This design comes from an exercise in tuning for small area on the open sky130 flow, not from production work.
Function was checked by simulation only, so behaviour that the tests miss may differ from the original.
Power and IR drop assume default switching activity.

==> job 2073 <==
==> flow/design.v <==
package xbar_pkg;
  localparam int ADDR_BITS = 19;        
  localparam int POS_BITS  = 11;        
  localparam int WORD_BITS = 16;        
  localparam int PATTERN_WORDS  = 32;   
  localparam int INDEX_BITS     = 5;    
  localparam int BIT_COUNT_BITS = 9;    
  localparam int PATTERN_BITS   = PATTERN_WORDS * WORD_BITS;
  localparam logic [2:0] REGION_COMMAND = 3'd1;
  localparam logic [7:0] REG_ID     = 8'h09;
  localparam logic [7:0] REG_STATUS = 8'h0A;
  localparam logic [WORD_BITS-1:0] ID_VALUE = 16'h7ba2;
endpackage
import xbar_pkg::*;
module xbar_regs
(
  input  logic                      sclk,
  input  logic                      reset,
  input  logic [INDEX_BITS-1:0]     phase,        
  input  logic                      parity,       
  input  logic [PATTERN_WORDS-1:0]  slot_hit,     
  input  logic [WORD_BITS-1:0]      ring_data,    
  input  logic                      wsel,         
  input  logic                      csel,         
  input  logic [INDEX_BITS-1:0]     windex,       
  input  logic [WORD_BITS-1:0]      data,
  input  logic                      busy,         
  input  logic [INDEX_BITS-1:0]     target,       
  output logic                      start,        
  output logic [WORD_BITS-1:0]      next_word     
);
  logic [WORD_BITS-1:0] ring [PATTERN_WORDS];
  for (genvar s = 0; s < PATTERN_WORDS; s++) begin : g_slot
    logic we, keep;
    assign we   = reset || (wsel && slot_hit[s]);
    assign keep = reset || !(wsel && slot_hit[s]);
    always_ff @(posedge sclk) begin
      ring[s] <= ~((ring_data | {WORD_BITS{keep}}) &
                   (ring[(s + PATTERN_WORDS - 1) % PATTERN_WORDS] | {WORD_BITS{we}}));
    end
  end
  logic at_port;    
  logic snoop;      
  assign at_port = ((target + phase) == '0);
  assign snoop   = wsel && (windex == target);
  always_ff @(posedge sclk) begin
    if (reset) begin
      next_word <= '0;
    end else if (snoop) begin
      next_word <= data;
    end else if (at_port) begin
      next_word <= ring[0] ^ {WORD_BITS{parity}};
    end
  end
  always_ff @(posedge sclk) begin
    if (reset) begin
      start <= 1'b0;
    end else begin
      if (csel) begin
        start <= (data != '0);
      end
      if (busy) begin
        start <= 1'b0;   
      end
    end
  end
endmodule
import xbar_pkg::*;
module xbar_shifter
(
  input  logic                  sclk,
  input  logic                  reset,
  input  logic                  start,       
  input  logic [WORD_BITS-1:0]  next_word,   
  output logic                  busy,
  output logic [INDEX_BITS-1:0] target,      
  output logic                  xbar_clock,
  output logic                  pclk,
  output logic                  sin
);
  logic                      fetch;
  logic [BIT_COUNT_BITS-1:0] bit_count;
  logic [WORD_BITS-1:0]      shift_reg;
  logic                      word_done;
  logic                      last_bit;
  assign word_done = &bit_count[3:0];
  assign last_bit  = &bit_count;
  assign target = (busy && pclk) ? bit_count[BIT_COUNT_BITS-1 -: INDEX_BITS] + 1'b1 : '0;
  always_ff @(posedge sclk) begin
    if (reset) begin
      busy       <= 1'b0;
      fetch      <= 1'b0;
      xbar_clock <= 1'b0;
      pclk       <= 1'b1;
    end else begin
      busy       <= busy ? pclk : start;
      fetch      <= (!busy && start) || (xbar_clock && word_done && !last_bit);
      xbar_clock <= busy && pclk && !fetch && !xbar_clock;
      pclk       <= !(xbar_clock && last_bit);
    end
  end
  always_ff @(posedge sclk) begin
    if (reset) begin
      bit_count <= '0;
    end else if (xbar_clock) begin
      bit_count <= bit_count + 1'b1;   
    end
  end
  always_ff @(posedge sclk) begin
    if (reset) begin
      shift_reg <= '0;   
    end else if (fetch) begin
      shift_reg <= next_word;
    end else if (xbar_clock) begin
      shift_reg <= {shift_reg[WORD_BITS-2:0], 1'b0};
    end
  end
  assign sin = shift_reg[WORD_BITS-1];   
endmodule
import xbar_pkg::*;
module xbar_bank
#(
  parameter int NUM_CHANNELS   = 2,   
  parameter int FIRST_POSITION = 0    
) (
  input  logic                    sclk,
  input  logic                    reset,
  input  logic                    enable,
  input  logic                    re,
  input  logic                    wr,
  input  logic [ADDR_BITS-1:0]    addr,
  input  logic [WORD_BITS-1:0]    data,
  output logic [WORD_BITS-1:0]    data_out,
  output logic [NUM_CHANNELS-1:0] xbar_clock,
  output logic [NUM_CHANNELS-1:0] pclk,
  output logic [NUM_CHANNELS-1:0] sin
);
  logic [NUM_CHANNELS-1:0] cs;
  logic [NUM_CHANNELS-1:0] start;
  logic [NUM_CHANNELS-1:0] busy;
  logic [WORD_BITS-1:0]    next_word [NUM_CHANNELS];
  logic [INDEX_BITS-1:0]   target    [NUM_CHANNELS];
  logic is_cmd;
  assign is_cmd = (addr[7:5] == REGION_COMMAND);
  logic [INDEX_BITS-1:0]    phase;
  logic [INDEX_BITS-1:0]    wslot;
  logic [PATTERN_WORDS-1:0] slot_hit;
  logic [WORD_BITS-1:0]     ring_data;
  always_ff @(posedge sclk) begin
    if (reset) begin
      phase <= '0;
    end else begin
      phase <= phase + 1'b1;
    end
  end
  assign wslot = addr[INDEX_BITS-1:0] + phase + 1'b1;
  always_comb begin
    for (int s = 0; s < PATTERN_WORDS; s++) begin
      slot_hit[s] = (wslot == INDEX_BITS'(s));
    end
  end
  assign ring_data = data ^ {WORD_BITS{phase[0]}};
  for (genvar g = 0; g < NUM_CHANNELS; g++) begin : g_chan
    assign cs[g] = enable && (addr[ADDR_BITS-1 -: POS_BITS] == POS_BITS'(FIRST_POSITION + g));
    xbar_regs u_regs (
      .sclk     (sclk),
      .reset    (reset),
      .phase    (phase),
      .parity   (phase[0]),
      .slot_hit (slot_hit),
      .ring_data(ring_data),
      .wsel     (cs[g] && wr && !is_cmd),
      .csel     (cs[g] && wr && is_cmd),
      .windex   (addr[INDEX_BITS-1:0]),
      .data     (data),
      .busy     (busy[g]),
      .target   (target[g]),
      .start    (start[g]),
      .next_word(next_word[g])
    );
    xbar_shifter u_shifter (
      .sclk      (sclk),
      .reset     (reset),
      .start     (start[g]),
      .next_word (next_word[g]),
      .busy      (busy[g]),
      .target    (target[g]),
      .xbar_clock(xbar_clock[g]),
      .pclk      (pclk[g]),
      .sin       (sin[g])
    );
  end
  logic       rd_id;
  logic [1:0] rd_status;
  logic       rd_owner;
  logic       rd_hit;
  logic       rd_chan;
  assign rd_hit  = re && (|cs);
  assign rd_chan = cs[1];
  always_ff @(posedge sclk) begin
    if (reset || !rd_hit) begin
      rd_id     <= 1'b0;
      rd_status <= '0;
    end else if (addr[7:0] == REG_STATUS) begin
      rd_id     <= 1'b0;
      rd_status <= {start[rd_chan], busy[rd_chan]};
    end else if (addr[7:0] == REG_ID) begin
      rd_id     <= 1'b1;
      rd_status <= '0;
    end else if (rd_owner != rd_chan) begin
      rd_id     <= 1'b0;
      rd_status <= '0;
    end
  end
  always_ff @(posedge sclk) begin
    rd_owner <= rd_chan;
  end
  assign data_out = ({WORD_BITS{rd_id}} & ID_VALUE) | {{(WORD_BITS - 2){1'b0}}, rd_status};
endmodule
==> flow/run.sh <==
#!/bin/bash
# synth_recipe.tcl (not shown) runs the flow's synth.tcl, then flattens the netlist and writes it again
# the make line also repeats each setting of config.mk as NAME=value (left out here)
make -C /OpenROAD-flow-scripts/flow DESIGN_CONFIG=/design/flow/config.mk WORK_HOME=/design/flow/orfs CLKGATE_MAP_FILE= SYNTH_SCRIPT=/design/flow/synth_recipe.tcl finish
==> flow/config.mk <==
export PLATFORM = sky130hd
export DESIGN_NAME = xbar_bank
export DESIGN_NICKNAME = xbar_bank
export VERILOG_FILES = /design/flow/design.v
export SDC_FILE = /design/flow/constraint.sdc
export NUM_CORES = 4
export LEC_CHECK = 0
export CAP_MARGIN = 20
export CORE_MARGIN = 2
export CORE_UTILIZATION = 40
export CTS_CLUSTER_DIAMETER = 100
export CTS_CLUSTER_SIZE = 25
export SLEW_MARGIN = 20
==> flow/constraint.sdc <==
create_clock -name core_clock -period 5.0 [get_ports {sclk}]
set_input_delay 1.0000 -clock core_clock [delete_from_list [all_inputs] [get_ports {sclk}]]
set_output_delay 1.0000 -clock core_clock [all_outputs]
set_load 0.01 [all_outputs]
==> job 4307 (differences from job 2073) <==
--- a/flow/config.mk
+++ b/flow/config.mk
@@ -10,4 +10,2 @@
 export CORE_UTILIZATION = 40
-export CTS_CLUSTER_DIAMETER = 100
-export CTS_CLUSTER_SIZE = 25
 export SLEW_MARGIN = 20
==> out/summary.txt <==
Seq/total area: 58.93%
critical path arrival: 4.77 ns
multi-input combinational area share: 29.93%
Critical Path Sink: g_chan[1].u_regs.ring[15][5]$_DFF_P_
nets@finish: 3092
WL met2: 40060 um
period utilization: 84.55%
min-delay src: g_chan[0].u_regs.ring[1][9]$_DFF_P_
status: no timing/DRC/antenna violations
Sw Pwr: 3.771 mW
The numbers above come from job 2073.

==> out/summary.txt <==
status: no timing/DRC/antenna violations
multi-input combinational area share: 28.15%
period utilization: 83.25%
critical path arrival: 4.69 ns
min-delay src: g_chan[1].u_regs.ring[13][7]$_DFF_P_
WL met2: 41120 um
Seq/total area: 55.47%
top-area cell type share of the netlist area: 63.27%
Critical Path Sink: g_chan[1].u_regs.ring[15][7]$_DFF_P_
The numbers above come from job 4307.

==> static timing again, ports no longer ideal <==
How much do the figures lean on ideal ports? The routed layouts below were timed once more, with nothing changed but the port constraints. Step 1, drivers: a clkbuf_16 drives sclk and a buf_2 each remaining input, both assumed. Step 2, shift: input delay + t, output delay - t, t = (earliest + latest rising clock arrival at the registers) / 2. This alone moves slack from input paths to output paths. a / b / c = no drivers / after step 1 / after step 2; a / b = the first two.
run | shift t [ns] | setup WS [ns] | worst setup path after step 2
job 2073 | 0.691 | 0.772 / 0.812 / 0.121 | input to register
job 4307 | 0.723 | 0.838 / 0.884 / 0.161 | input to register
After both steps setup and hold are still met in every run listed. For job 4307, which loses most, drivers alone change the setup slack by +0.046 ns; drivers and shift together by -0.677 ns.
